From an optimization exercise on the open Yosys and OpenROAD flow, aimed at small area, a short achievable clock period and few clock cycles; shortcuts taken in it are not production practice. Where RTL was checked, it was by simulation tests only, not by an equivalence proof against the original. Power and IR drop assume default switching activity.

==> flow/design.v <==
package wpbp_pkg;
    localparam int MAX_RADIUS_DEF = 31;
    localparam int PROB_BITS_DEF  = 16;
    localparam int RADIUS_W   = 5;
    localparam int THRESH_RESET = 32768;
    localparam logic [RADIUS_W-1:0] RADIUS_RESET = 5'd2;
    localparam int CFG_IDX_W = 1;
    typedef enum logic [CFG_IDX_W-1:0] {
        CFG_THRESHOLD = 1'b0,
        CFG_RADIUS    = 1'b1
    } t_cfg_idx;
endpackage
module wpbp_cell #(
    parameter int PROB_BITS = wpbp_pkg::PROB_BITS_DEF,
    parameter bit CMP       = 1'b1
) (
    input  logic                 i_clk,
    input  logic [PROB_BITS-1:0] i_nb_key,
    input  logic [PROB_BITS-1:0] i_new_key,
    output logic [PROB_BITS-1:0] o_key,
    output logic                 o_gt
);
    localparam int LV = $clog2(PROB_BITS);
    localparam int NP = 1 << LV;
    logic [PROB_BITS-1:0] r_key;
    always_ff @(posedge i_clk) begin
        r_key <= i_nb_key;
    end
    assign o_key = r_key;
    logic [PROB_BITS-1:0] w_gtb, w_geb, w_t;
    logic [PROB_BITS:0]   w_allge;
    logic                 w_gt;
    assign w_gtb = i_new_key & ~r_key;
    assign w_geb = i_new_key | ~r_key;
    assign w_allge[PROB_BITS] = 1'b1;
    for (genvar i = PROB_BITS - 1; i >= 0; i--) begin : g_ge
        assign w_allge[i] = w_allge[i+1] && w_geb[i];
    end
    assign w_t  = w_gtb & w_allge[PROB_BITS:1];
    assign w_gt = |w_t;
    assign o_gt = CMP && w_gt;
endmodule
module windowed_peak_boundary_picker_core #(
    parameter int MAX_RADIUS = wpbp_pkg::MAX_RADIUS_DEF,
    parameter int PROB_BITS  = wpbp_pkg::PROB_BITS_DEF,
    localparam int CFG_W     = (PROB_BITS > wpbp_pkg::RADIUS_W) ? PROB_BITS
                                                                 : wpbp_pkg::RADIUS_W
) (
    input  logic                            i_clk,
    input  logic                            i_rst_n,
    input  logic                            i_cfg_we,
    input  logic [wpbp_pkg::CFG_IDX_W-1:0]  i_cfg_idx,
    input  logic [CFG_W-1:0]                i_cfg_data,
    input  logic                            i_in_valid,
    output logic                            o_in_stall,
    input  logic [PROB_BITS-1:0]            i_prob,
    input  logic                            i_barrier,
    input  logic                            i_valid_req,
    input  logic                            i_seq_last,
    output logic                            o_out_valid,
    input  logic                            i_out_stall,
    output logic                            o_boundary,
    output logic                            o_seq_end,
    output logic                            o_run_end
);
    localparam int NS = MAX_RADIUS;           
    localparam int NC = 10;  
    localparam int NG = (NS + NC - 1) / NC;   
    localparam int RW = wpbp_pkg::RADIUS_W;
    localparam int PW = PROB_BITS;
    localparam logic [RW-1:0] NONE = '1;      
    logic [PW-1:0] r_thresh;
    logic [RW-1:0] r_radius;
    logic [RW-1:0] w_radius_wr;
    assign w_radius_wr = (i_cfg_data[RW-1:0] > RW'(MAX_RADIUS)) ? RW'(MAX_RADIUS)
                                                                : i_cfg_data[RW-1:0];
    always_ff @(posedge i_clk) begin
        if (!i_rst_n) begin
            r_thresh <= PW'(wpbp_pkg::THRESH_RESET);
            r_radius <= wpbp_pkg::RADIUS_RESET;
        end else if (i_cfg_we) begin
            case (i_cfg_idx)
                wpbp_pkg::CFG_THRESHOLD: r_thresh <= i_cfg_data[PW-1:0];
                wpbp_pkg::CFG_RADIUS:    r_radius <= w_radius_wr;
                default:                 r_thresh <= r_thresh;
            endcase
        end
    end
    logic          r_hold;                    
    logic          r_stall;                   
    logic          w_en;
    logic          w_acc, w_top;
    logic [PW-1:0] w_key;
    logic [RW-1:0] r_lim;                     
    logic [RW-1:0] r_tidx;                    
    logic [RW-1:0] r_rot;                     
    logic          r_pass;                    
    logic          r_abad, r_acb;             
    logic          b_v, b_top, b_pass, b_last, b_rel, b_blk;
    logic [NC-1:0] b_lok;
    logic          b_abad, b_acb;
    logic [RW-1:0] b_lim;
    logic          c_v, c_top;
    logic [RW-1:0] c_s;
    logic          q0_v, q1_v;
    logic [RW-1:0] q0_rem, q1_rem;
    logic          q0_hv, q1_hv;
    logic [RW-1:0] q0_hit, q1_hit;
    logic          q0_seq, q1_seq;
    logic          o_v, o_b, o_se, o_re;
    assign w_en = !r_hold;
    assign w_acc = i_in_valid && !r_stall;
    assign w_top = !i_valid_req || i_barrier;
    assign w_key = i_prob | {PW{w_top}};
    logic [NS:0][PW-1:0] w_k;
    logic [NS-1:0] w_gt;
    logic [NC-1:0] w_lok;
    assign w_k[0]  = w_acc ? w_key : w_k[NS];
    for (genvar j = 0; j < NS; j++) begin : g_slot
        wpbp_cell #(
            .PROB_BITS (PW),
            .CMP       (j < NC)
        ) u_slot (
            .i_clk     (i_clk),
            .i_nb_key  (w_k[j]),
            .i_new_key (i_prob),
            .o_key     (w_k[j+1]),
            .o_gt      (w_gt[j])
        );
    end
    for (genvar j = 0; j < NC; j++) begin : g_lok
        assign w_lok[j] = (RW'(j) >= r_lim) || w_gt[j];
    end
    logic w_need, w_pstart, w_grp_bad, w_grp_cb;
    always_comb begin
        w_grp_bad = 1'b0;
        w_grp_cb  = 1'b0;
        for (int g = 1; g < NG; g++) begin
            if (r_rot == RW'(NS - g * NC + 1)) begin
                for (int j = 0; j < NC; j++) begin
                    if (g * NC + j < NS) begin
                        if ((RW'(g * NC + j) < r_lim) && !b_lok[j]) w_grp_bad = 1'b1;
                        if ((c_s == RW'(g * NC + j)) && b_lok[j])   w_grp_cb  = 1'b1;
                    end
                end
            end
        end
    end
    assign w_need   = (r_lim > RW'(NC));
    assign w_pstart = !r_pass && i_in_valid && w_need && !b_v && (r_rot == RW'(1));
    always_ff @(posedge i_clk) begin
        if (!i_rst_n || w_acc || !i_in_valid) begin
            r_pass <= 1'b0;
        end else if (w_pstart) begin
            r_pass <= 1'b1;
        end
    end
    always_ff @(posedge i_clk) begin
        if (w_pstart) begin
            r_abad <= 1'b0;
            r_acb  <= 1'b0;
        end else if (r_pass) begin
            r_abad <= r_abad || w_grp_bad;
            r_acb  <= r_acb  || w_grp_cb;
        end
    end
    always_ff @(posedge i_clk) begin
        if (!i_rst_n) begin
            r_lim  <= '0;
            r_tidx <= NONE;
        end else if (w_acc) begin
            if (i_seq_last) begin
                r_lim  <= '0;
                r_tidx <= NONE;
            end else begin
                r_lim  <= (r_lim >= r_radius) ? r_radius : r_lim + RW'(1);
                r_tidx <= w_top ? '0 : (r_tidx == NONE) ? NONE : r_tidx + RW'(1);
            end
        end
    end
    always_ff @(posedge i_clk) begin
        if (!i_rst_n) begin
            r_rot <= '0;
        end else if (w_acc || r_rot == RW'(NS - 1)) begin
            r_rot <= '0;
        end else begin
            r_rot <= r_rot + RW'(1);
        end
    end
    always_ff @(posedge i_clk) begin
        if (!i_rst_n) begin
            b_v <= 1'b0;
        end else if (w_en) begin
            b_v <= w_acc;
        end
    end
    always_ff @(posedge i_clk) begin
        if (w_en) begin
            b_top  <= w_top;
            b_pass <= i_valid_req && (i_barrier || (i_prob >= r_thresh));
            b_last <= i_seq_last;
            b_rel  <= (r_lim == r_radius);
            b_blk  <= (r_tidx < r_lim);
            b_lok  <= w_lok;
            b_abad <= r_pass && r_abad;
            b_acb  <= r_pass && r_acb;
            b_lim  <= r_lim;
        end
    end
    logic          w_left_ok, w_newc, w_beaten, w_alive, w_r0, w_relc;
    logic          w_ev, w_push;
    logic [RW-1:0] w_ev_rem, w_ev_hit;
    logic          w_ev_hv, w_ev_seq;
    assign w_r0      = (r_radius == '0);
    assign w_left_ok = b_top ? !b_blk : (&b_lok && !b_abad);
    assign w_newc    = b_pass && w_left_ok;
    assign w_beaten  = b_top ? !c_top : (c_s < RW'(NC)) ? b_lok[c_s] : b_acb;
    assign w_alive   = c_v && !w_beaten;
    assign w_relc    = w_alive && (c_s == r_radius - RW'(1));
    assign w_ev      = b_v && (b_last || b_rel);
    assign w_push    = w_en && w_ev;
    always_comb begin
        if (b_last) begin
            w_ev_rem = b_lim;
            w_ev_hv  = w_newc || w_alive;
            w_ev_hit = w_newc ? '0 : c_s + RW'(1);
            w_ev_seq = 1'b1;
        end else begin
            w_ev_rem = '0;
            w_ev_hv  = w_r0 ? w_newc : w_relc;
            w_ev_hit = '0;
            w_ev_seq = 1'b0;
        end
    end
    always_ff @(posedge i_clk) begin
        if (!i_rst_n) begin
            c_v <= 1'b0;
        end else if (w_en && b_v) begin
            if (b_last) begin
                c_v <= 1'b0;
            end else if (w_newc && !w_r0) begin
                c_v <= 1'b1;
            end else if (!(w_alive && !w_relc)) begin
                c_v <= 1'b0;
            end
        end
    end
    always_ff @(posedge i_clk) begin
        if (w_en && b_v) begin
            if (w_newc) begin
                c_s   <= '0;
                c_top <= b_top;
            end else begin
                c_s   <= c_s + RW'(1);
            end
        end
    end
    logic w_out_free, w_emit, w_pop, w_to_q0;
    logic n_q0_v, n_q1_v;
    assign w_out_free = !o_v || !i_out_stall;
    assign w_emit     = q0_v && w_out_free;
    assign w_pop      = w_emit && (q0_rem == '0);
    assign w_to_q0    = !q0_v || (w_pop && !q1_v);
    always_comb begin
        n_q0_v = q0_v;
        n_q1_v = q1_v;
        if (w_pop) begin
            n_q0_v = q1_v;
            n_q1_v = 1'b0;
        end
        if (w_push) begin
            if (w_to_q0) n_q0_v = 1'b1;
            else         n_q1_v = 1'b1;
        end
    end
    always_ff @(posedge i_clk) begin
        if (!i_rst_n) begin
            q0_v <= 1'b0;
            q1_v <= 1'b0;
        end else begin
            q0_v <= n_q0_v;
            q1_v <= n_q1_v;
        end
    end
    always_ff @(posedge i_clk) begin
        if (w_push && w_to_q0) begin
            q0_rem <= w_ev_rem;
            q0_hv  <= w_ev_hv;
            q0_hit <= w_ev_hit;
            q0_seq <= w_ev_seq;
        end else if (w_pop) begin
            q0_rem <= q1_rem;
            q0_hv  <= q1_hv;
            q0_hit <= q1_hit;
            q0_seq <= q1_seq;
        end else if (w_emit) begin
            q0_rem <= q0_rem - RW'(1);
        end
        if (w_push && !w_to_q0) begin
            q1_rem <= w_ev_rem;
            q1_hv  <= w_ev_hv;
            q1_hit <= w_ev_hit;
            q1_seq <= w_ev_seq;
        end
    end
    logic n_b_v, n_b_ev, n_hold, n_aligned, n_need, n_pass;
    logic [RW-1:0] n_lim;
    assign n_b_v     = w_en ? w_acc : b_v;
    assign n_b_ev    = w_en ? (i_seq_last || (r_lim == r_radius)) : (b_last || b_rel);
    assign n_hold    = n_b_v && n_b_ev && n_q1_v;
    assign n_aligned = w_acc ? 1'b1 : (r_lim == '0) || (r_rot == RW'(NS - 1));
    assign n_lim     = !w_acc ? r_lim :
                       i_seq_last ? '0 :
                       (r_lim >= r_radius) ? r_radius : r_lim + RW'(1);
    assign n_need    = (n_lim > RW'(NC));
    assign n_pass    = !w_acc && i_in_valid && (r_pass || w_pstart);
    always_ff @(posedge i_clk) begin
        if (!i_rst_n) begin
            r_hold  <= 1'b0;
            r_stall <= 1'b0;
        end else begin
            r_hold  <= n_hold;
            r_stall <= n_hold || !n_aligned || (n_need && !n_pass);
        end
    end
    always_ff @(posedge i_clk) begin
        if (!i_rst_n) begin
            o_v <= 1'b0;
        end else if (w_out_free) begin
            o_v <= q0_v;
        end
    end
    always_ff @(posedge i_clk) begin
        if (w_emit) begin
            o_b  <= q0_hv && (q0_rem == q0_hit);
            o_re <= (q0_rem == '0);
            o_se <= q0_seq && (q0_rem == '0);
        end else begin
            o_b  <= o_b  && o_v && i_out_stall;
            o_re <= o_re && o_v && i_out_stall;
            o_se <= o_se && o_v && i_out_stall;
        end
    end
    assign o_in_stall  = r_stall;
    assign o_out_valid = o_v;
    assign o_boundary  = o_b;
    assign o_seq_end   = o_se;
    assign o_run_end   = o_re;
endmodule
clock: 6.0 ns
lec_check: 0
abc_area: 1
cap_margin: 20
core_margin: 2
core_utilization: 70
cts_cluster_diameter: 120
cts_cluster_size: 24
place_density: 0.8
setup_slack_margin: 3.8
slew_margin: 20
run.sh (not shown) runs the stock make flow with config.mk's settings and CLKGATE_MAP_FILE= SYNTH_SCRIPT=/design/flow/synth_recipe.tcl, a recipe that flattens the netlist after the stock synthesis.
Edit:
--- a/flow/design.v
+++ b/flow/design.v
@@ -28,16 +28,26 @@
     end
     assign o_key = r_key;
-    logic [PROB_BITS-1:0] w_gtb, w_geb, w_t;
-    logic [PROB_BITS:0]   w_allge;
-    logic                 w_gt;
-    assign w_gtb = i_new_key & ~r_key;
-    assign w_geb = i_new_key | ~r_key;
-    assign w_allge[PROB_BITS] = 1'b1;
-    for (genvar i = PROB_BITS - 1; i >= 0; i--) begin : g_ge
-        assign w_allge[i] = w_allge[i+1] && w_geb[i];
+    logic [LV:0][NP-1:0] w_g;
+    logic [LV:0][NP-1:0] w_p;
+    for (genvar i = 0; i < NP; i++) begin : g_bit
+        if (i < PROB_BITS) begin : g_in
+            assign w_g[0][i] = i_new_key[i] && !r_key[i];
+            assign w_p[0][i] = i_new_key[i] || !r_key[i];
+        end else begin : g_pad
+            assign w_g[0][i] = 1'b0;
+            assign w_p[0][i] = 1'b1;
+        end
     end
-    assign w_t  = w_gtb & w_allge[PROB_BITS:1];
-    assign w_gt = |w_t;
-    assign o_gt = CMP && w_gt;
+    for (genvar l = 0; l < LV; l++) begin : g_lvl
+        for (genvar i = 0; i < (NP >> (l + 1)); i++) begin : g_node
+            assign w_g[l+1][i] = w_g[l][2*i+1] || (w_p[l][2*i+1] && w_g[l][2*i]);
+            assign w_p[l+1][i] = w_p[l][2*i+1] && w_p[l][2*i];
+        end
+        for (genvar i = (NP >> (l + 1)); i < NP; i++) begin : g_unused
+            assign w_g[l+1][i] = 1'b0;
+            assign w_p[l+1][i] = 1'b0;
+        end
+    end
+    assign o_gt = CMP && w_g[LV][0];
 endmodule
 module windowed_peak_boundary_picker_core #(
What happened:
- The changed run produced a clean layout
- hold slack hardly moves
- clock-buffer cell count came out lower by 1
- synthesized cell count is higher by about 0.4%
- final cell count is unchanged
- final area went down by 0.47%
- clock skew is about the same
- sequential power climbs by about 4.5%
- power grows by 5.1%
Testbench counts after the change, summed over its fixed seeds: cycles 32,550.
Function not checked in the first run of this note: the RTL went through the layout flow alone.

## afterwards: timing with drivers on the ports
No port has a modelled driver above. Below, the same layouts with a new extraction and two added sets of constraints. Step 1, drivers: a clkbuf_16 drives i_clk and a buf_2 each remaining input, both assumed. Step 2, shift: input delay + t, output delay - t, t = (earliest + latest rising clock arrival at the registers) / 2. This alone moves slack from input paths to output paths. Three values: no drivers, after step 1, after step 2; two values: the first two.
| run | t (ns) | setup WS [ns] | worst slew at a driven data input, ns |
|---|---|---|---|
| the first run | 0.637 | 3.730 / 3.676 / 3.104 | 0.06 |
| the second run | 0.627 | 3.733 / 3.683 / 3.232 | 0.09 |
After both steps setup and hold are still met in every run listed. For the first run, which loses most, drivers alone change the setup slack by -0.054 ns; drivers and shift together by -0.626 ns.
